Background: an optimization exercise with open tools, aiming at small area and a short achievable clock period. Do not read the settings as production practice. Function was checked by simulation only, so behaviour that the tests miss may differ from the original. Power is estimated from default activity; no workload was simulated.

==> flow/design.v <==
`default_nettype none
`timescale 1ns/1ps
package sparcPkg;
    localparam int WordWidth = 32;      
    localparam int RegAddrWidth = 5;
    localparam int RegCount = 32;       
    localparam logic [RegAddrWidth-1:0] ZeroReg = 5'd0;    
    localparam logic [RegAddrWidth-1:0] LinkReg = 5'd15;   
    typedef enum logic [1:0]
    {
        fmtBranch = 2'd0,    
        fmtCall   = 2'd1,
        fmtArith  = 2'd2,    
        fmtMemory = 2'd3     
    } instrFormat;
    typedef enum logic [3:0]
    {
        aluAdd   = 4'd0,
        aluAddc  = 4'd1,
        aluSub   = 4'd2,
        aluSubc  = 4'd3,
        aluAnd   = 4'd4,
        aluOr    = 4'd5,
        aluXor   = 4'd6,
        aluXnor  = 4'd7,
        aluAndn  = 4'd8,
        aluOrn   = 4'd9,
        aluSll   = 4'd10,
        aluSrl   = 4'd11,
        aluSra   = 4'd12,
        aluPassB = 4'd14     
    } aluOp;
    typedef enum logic [1:0]
    {
        sizeByte = 2'd0,
        sizeHalf = 2'd1,
        sizeWord = 2'd2
    } memSize;
endpackage
`default_nettype wire
`default_nettype none
`timescale 1ns/1ps
import sparcPkg::*;
module instructionDecoder
(
    input wire [WordWidth-1:0] instr,
    output logic jmplInstr,
    output logic storeInstr,
    output logic signExtend,
    output logic loadInstr,
    output logic regWrite,
    output logic modifyCc,
    output logic callInstr,
    output logic branchInstr,
    output logic annul,
    output logic dataMemEnable,
    output logic [3:0] aluSel,
    output logic [1:0] accessSize,
    output logic [RegAddrWidth-1:0] destReg
);
    logic [1:0] format;
    logic [5:0] op3;         
    logic [3:0] arithCode;   
    assign format = instr[31:30];
    assign op3 = instr[24:19];
    assign arithCode = instr[22:19];
    always_comb
    begin
        jmplInstr = 1'b0;
        storeInstr = 1'b0;
        signExtend = 1'b0;
        loadInstr = 1'b0;
        regWrite = 1'b0;
        modifyCc = 1'b0;
        callInstr = 1'b0;
        branchInstr = 1'b0;
        annul = 1'b0;
        dataMemEnable = 1'b0;
        aluSel = aluAdd;
        accessSize = sizeByte;
        destReg = instr[29:25];   
        case (format)
            fmtCall:
            begin
                callInstr = 1'b1;
                regWrite = 1'b1;
                destReg = LinkReg;   
            end
            fmtBranch:
            begin
                if (instr == '0)
                begin
                end
                else if (instr[24:22] != 3'd4)
                begin
                    branchInstr = 1'b1;
                    annul = instr[29];   
                end
                else
                begin
                    regWrite = 1'b1;   
                    aluSel = aluPassB;
                end
            end
            fmtArith:
            begin
                regWrite = 1'b1;
                if (op3 == 6'd56)
                begin
                    jmplInstr = 1'b1;   
                    aluSel = aluAdd;
                end
                else
                begin
                    modifyCc = instr[23];   
                    case (arithCode)
                        4'd0: aluSel = aluAdd;
                        4'd8: aluSel = aluAddc;
                        4'd4: aluSel = aluSub;
                        4'd12: aluSel = aluSubc;
                        4'd1: aluSel = aluAnd;
                        4'd2: aluSel = aluOr;
                        4'd3: aluSel = aluXor;
                        4'd5: aluSel = instr[24] ? aluSll : aluAndn;
                        4'd6: aluSel = instr[24] ? aluSrl : aluOrn;
                        4'd7: aluSel = instr[24] ? aluSra : aluXnor;
                        default: aluSel = aluAdd;   
                    endcase
                end
            end
            fmtMemory:
            begin
                dataMemEnable = 1'b1;
                case (op3)
                    6'd9:
                    begin
                        loadInstr = 1'b1;   
                        signExtend = 1'b1;
                        accessSize = sizeByte;
                    end
                    6'd10:
                    begin
                        loadInstr = 1'b1;   
                        signExtend = 1'b1;
                        accessSize = sizeHalf;
                    end
                    6'd0:
                    begin
                        loadInstr = 1'b1;
                        accessSize = sizeWord;
                    end
                    6'd1: loadInstr = 1'b1;   
                    6'd2:
                    begin
                        loadInstr = 1'b1;   
                        accessSize = sizeHalf;
                    end
                    6'd5: storeInstr = 1'b1;   
                    6'd6:
                    begin
                        storeInstr = 1'b1;
                        accessSize = sizeHalf;
                    end
                    6'd4:
                    begin
                        storeInstr = 1'b1;
                        accessSize = sizeWord;
                    end
                    default: accessSize = sizeByte;   
                endcase
                regWrite = loadInstr;   
            end
        endcase
    end
endmodule
`default_nettype wire
`default_nettype none
`timescale 1ns/1ps
module registerSlot
(
    input wire write,
    input wire hold,
    input wire d,
    input wire q,
    output logic y
);
    assign y = (write & d) | (hold & q);
endmodule
`default_nettype wire
`default_nettype none
`timescale 1ns/1ps
module readAoi222
(
    input wire a0, input wire b0,
    input wire a1, input wire b1,
    input wire a2, input wire b2,
    output logic y
);
    assign y = ~((a0 & b0) | (a1 & b1) | (a2 & b2));
endmodule
module readNand2
(
    input wire a, input wire b,
    output logic y
);
    assign y = ~(a & b);
endmodule
module readNand4
(
    input wire a, input wire b, input wire c, input wire d,
    output logic y
);
    assign y = ~(a & b & c & d);
endmodule
module readNand3
(
    input wire a, input wire b, input wire c,
    output logic y
);
    assign y = ~(a & b & c);
endmodule
module readOr3
(
    input wire a, input wire b, input wire c,
    output logic y
);
    assign y = a | b | c;
endmodule
module registerReadCombiner
(
    input wire [31:1] sel,
    input wire [31:1] data,
    output logic y
);
    wire [10:0] n;   
    for (genvar g = 0; g < 10; g++)
    begin : gAoi
        readAoi222 aoi (
            .a0(sel[3*g+1]), .b0(data[3*g+1]),
            .a1(sel[3*g+2]), .b1(data[3*g+2]),
            .a2(sel[3*g+3]), .b2(data[3*g+3]),
            .y(n[g])
        );
    end
    readNand2 last (.a(sel[31]), .b(data[31]), .y(n[10]));
    wire [2:0] m;
    readNand4 c0 (.a(n[0]), .b(n[1]), .c(n[2]), .d(n[3]), .y(m[0]));
    readNand4 c1 (.a(n[4]), .b(n[5]), .c(n[6]), .d(n[7]), .y(m[1]));
    readNand3 c2 (.a(n[8]), .b(n[9]), .c(n[10]), .y(m[2]));
    readOr3 c3 (.a(m[0]), .b(m[1]), .c(m[2]), .y(y));
endmodule
`default_nettype wire
`default_nettype none
`timescale 1ns/1ps
import sparcPkg::*;
module registerFile
(
    input wire Clk,
    input wire reset,
    input wire writeEnable,
    input wire [RegAddrWidth-1:0] writeAddr,
    input wire [WordWidth-1:0] writeData,
    input wire [RegAddrWidth-1:0] readAddrA,
    input wire [RegAddrWidth-1:0] readAddrB,
    input wire [RegAddrWidth-1:0] readAddrC,
    output logic [WordWidth-1:0] portA,
    output logic [WordWidth-1:0] portB,
    output logic [WordWidth-1:0] portC
);
    logic [WordWidth-1:0] word [1:RegCount-1];
    logic [WordWidth-1:0] writeValue;
    logic [RegCount-1:1] wrSel, wrHold;
    always_comb
    begin
        writeValue = reset ? '0 : writeData;
        for (int i = 1; i < RegCount; i++)
        begin
            wrSel[i] = reset || (writeEnable && writeAddr == RegAddrWidth'(i));
            wrHold[i] = !wrSel[i];
        end
    end
    for (genvar i = 1; i < RegCount; i++)
    begin : gWord
        wire [WordWidth-1:0] next;
        for (genvar b = 0; b < WordWidth; b++)
        begin : gBit
            registerSlot slot (.write(wrSel[i]), .hold(wrHold[i]), .d(writeValue[b]),
                               .q(word[i][b]), .y(next[b]));
        end
        always_ff @(posedge Clk)
            word[i] <= next;
    end
    logic [RegCount-1:1] selA, selB, selC;
    always_comb
    begin
        for (int i = 1; i < RegCount; i++)
        begin
            selA[i] = readAddrA == RegAddrWidth'(i);
            selB[i] = readAddrB == RegAddrWidth'(i);
            selC[i] = readAddrC == RegAddrWidth'(i);
        end
    end
    for (genvar b = 0; b < WordWidth; b++)
    begin : gBit
        wire [RegCount-1:1] column;
        for (genvar i = 1; i < RegCount; i++)
        begin : gReg
            assign column[i] = word[i][b];
        end
        registerReadCombiner readA (.sel(selA), .data(column), .y(portA[b]));
        registerReadCombiner readB (.sel(selB), .data(column), .y(portB[b]));
        registerReadCombiner readC (.sel(selC), .data(column), .y(portC[b]));
    end
endmodule
`default_nettype wire
`default_nettype none
`timescale 1ns/1ps
import sparcPkg::*;
module decodeStage
(
    input wire Clk,
    input wire reset,
    input wire [WordWidth-1:0] instr,
    input wire writeEnable,
    input wire [RegAddrWidth-1:0] writeAddr,
    input wire [WordWidth-1:0] writeData,
    input wire [RegAddrWidth-1:0] readAddrA,
    input wire [RegAddrWidth-1:0] readAddrB,
    input wire [RegAddrWidth-1:0] readAddrC,
    output logic jmplInstr,
    output logic storeInstr,
    output logic signExtend,
    output logic loadInstr,
    output logic regWrite,
    output logic modifyCc,
    output logic callInstr,
    output logic branchInstr,
    output logic annul,
    output logic dataMemEnable,
    output logic [3:0] aluSel,
    output logic [1:0] accessSize,
    output logic [RegAddrWidth-1:0] destReg,
    output logic [WordWidth-1:0] portA,
    output logic [WordWidth-1:0] portB,
    output logic [WordWidth-1:0] portC
);
    instructionDecoder instructionDecoder_i (
        .instr(instr),
        .jmplInstr(jmplInstr),
        .storeInstr(storeInstr),
        .signExtend(signExtend),
        .loadInstr(loadInstr),
        .regWrite(regWrite),
        .modifyCc(modifyCc),
        .callInstr(callInstr),
        .branchInstr(branchInstr),
        .annul(annul),
        .dataMemEnable(dataMemEnable),
        .aluSel(aluSel),
        .accessSize(accessSize),
        .destReg(destReg)
    );
    registerFile registerFile_i (
        .Clk(Clk),
        .reset(reset),
        .writeEnable(writeEnable),
        .writeAddr(writeAddr),
        .writeData(writeData),
        .readAddrA(readAddrA),
        .readAddrB(readAddrB),
        .readAddrC(readAddrC),
        .portA(portA),
        .portB(portB),
        .portC(portC)
    );
endmodule
`default_nettype wire
Settings: LEC_CHECK=0, CAP_MARGIN=20, CORE_MARGIN=2, CORE_UTILIZATION=32, CTS_BUF_LIST=sky130_fd_sc_hd__clkbuf_4 sky130_fd_sc_hd__clkbuf_8, PLACE_DENSITY=0.4, SETUP_SLACK_MARGIN=1.5, SLEW_MARGIN=20, SYNTH_HIERARCHICAL=1; clock period 7.0 ns.
standard.sh (not shown) runs the stock make flow with config.mk's settings and CLKGATE_MAP_FILE= SYNTH_SCRIPT=/design/flow/synth_recipe.tcl, a recipe that flattens the netlist after the stock synthesis.
==> flow/flow/run.sh <==
#!/bin/bash
# The standard layout (standard.sh: the standard flow's synthesis and ORFS flow), with
# plain buffers, instead of delay cells, on the ports.
set -euo pipefail
bash standard.sh \
  "BUFFER_PORTS_ARGS=-buffer_cell sky130_fd_sc_hd__buf_4" \
  finish > standard_flow.log 2>&1
==> next run, changes <==
==> flow/flow/run.sh (replaced) <==
#!/bin/bash
# The standard layout (standard.sh: the standard flow's synthesis and ORFS flow) with:
# - plain buffers, instead of delay cells, on the ports;
# - a clock tree of small buffers in larger clusters, without dummy loads.
set -euo pipefail
bash standard.sh \
  "BUFFER_PORTS_ARGS=-buffer_cell sky130_fd_sc_hd__buf_2" \
  "CTS_ARGS=-sink_clustering_enable -repair_clock_nets -dont_use_dummy_load -sink_clustering_size 24 -sink_clustering_max_diameter 60 -buf_list {sky130_fd_sc_hd__clkbuf_2 sky130_fd_sc_hd__clkbuf_8}" \
  finish > standard_flow.log 2>&1
CTS_BUF_LIST = not set   (was sky130_fd_sc_hd__clkbuf_4 sky130_fd_sc_hd__clkbuf_8)
SETUP_SLACK_MARGIN = 2.0   (was 1.5)
- The changed run ran to the end with no violations
- die area is unchanged
- worst setup slack gets better by 0.35 ns
- count of clock-buffer cells in the layout decreases by 178
- power goes down by about 15%
- area after synthesis stays the same
- register-to-register slack gains 0.05 ns
- design area goes up by about 6%
- via count decreases by about 3.3%
- clock power falls by about 40%
- worst hold slack stays flat
- non-clock buffer count is higher by 320

[afterwards: timing with drivers on the ports]
No port has a modelled driver above. Below, the same layouts with a new extraction and two added sets of constraints.
Step 1 sets driving cells, clkbuf_16 on the clock port and buf_2 on the other inputs (assumed; they add their load-dependent delay and slew).
Step 2 adds t to the input delays and takes it off the output delays; t is the mean of the earliest and latest rising clock arrival at the registers after step 1. Input paths then give back, and output paths get back, about the clock's delay inside the block.
a / b / c = ideal ports / drivers / drivers and shift; a / b = the first two.
run | t, ns | setup slack, ns | slew at the worst register clock pin (ns) | worst data-port slew with drivers (ns)
the first run | 1.034 | 1.299 / 1.230 / 1.230 | 0.07 / 0.07 | 0.14
the second run | 0.918 | 1.648 / 1.577 / 1.577 | 0.12 / 0.12 | 0.22
After both steps setup and hold are still met in every run listed. For the second run, which loses most, drivers alone change the setup slack by -0.071 ns; drivers and shift together by -0.071 ns.
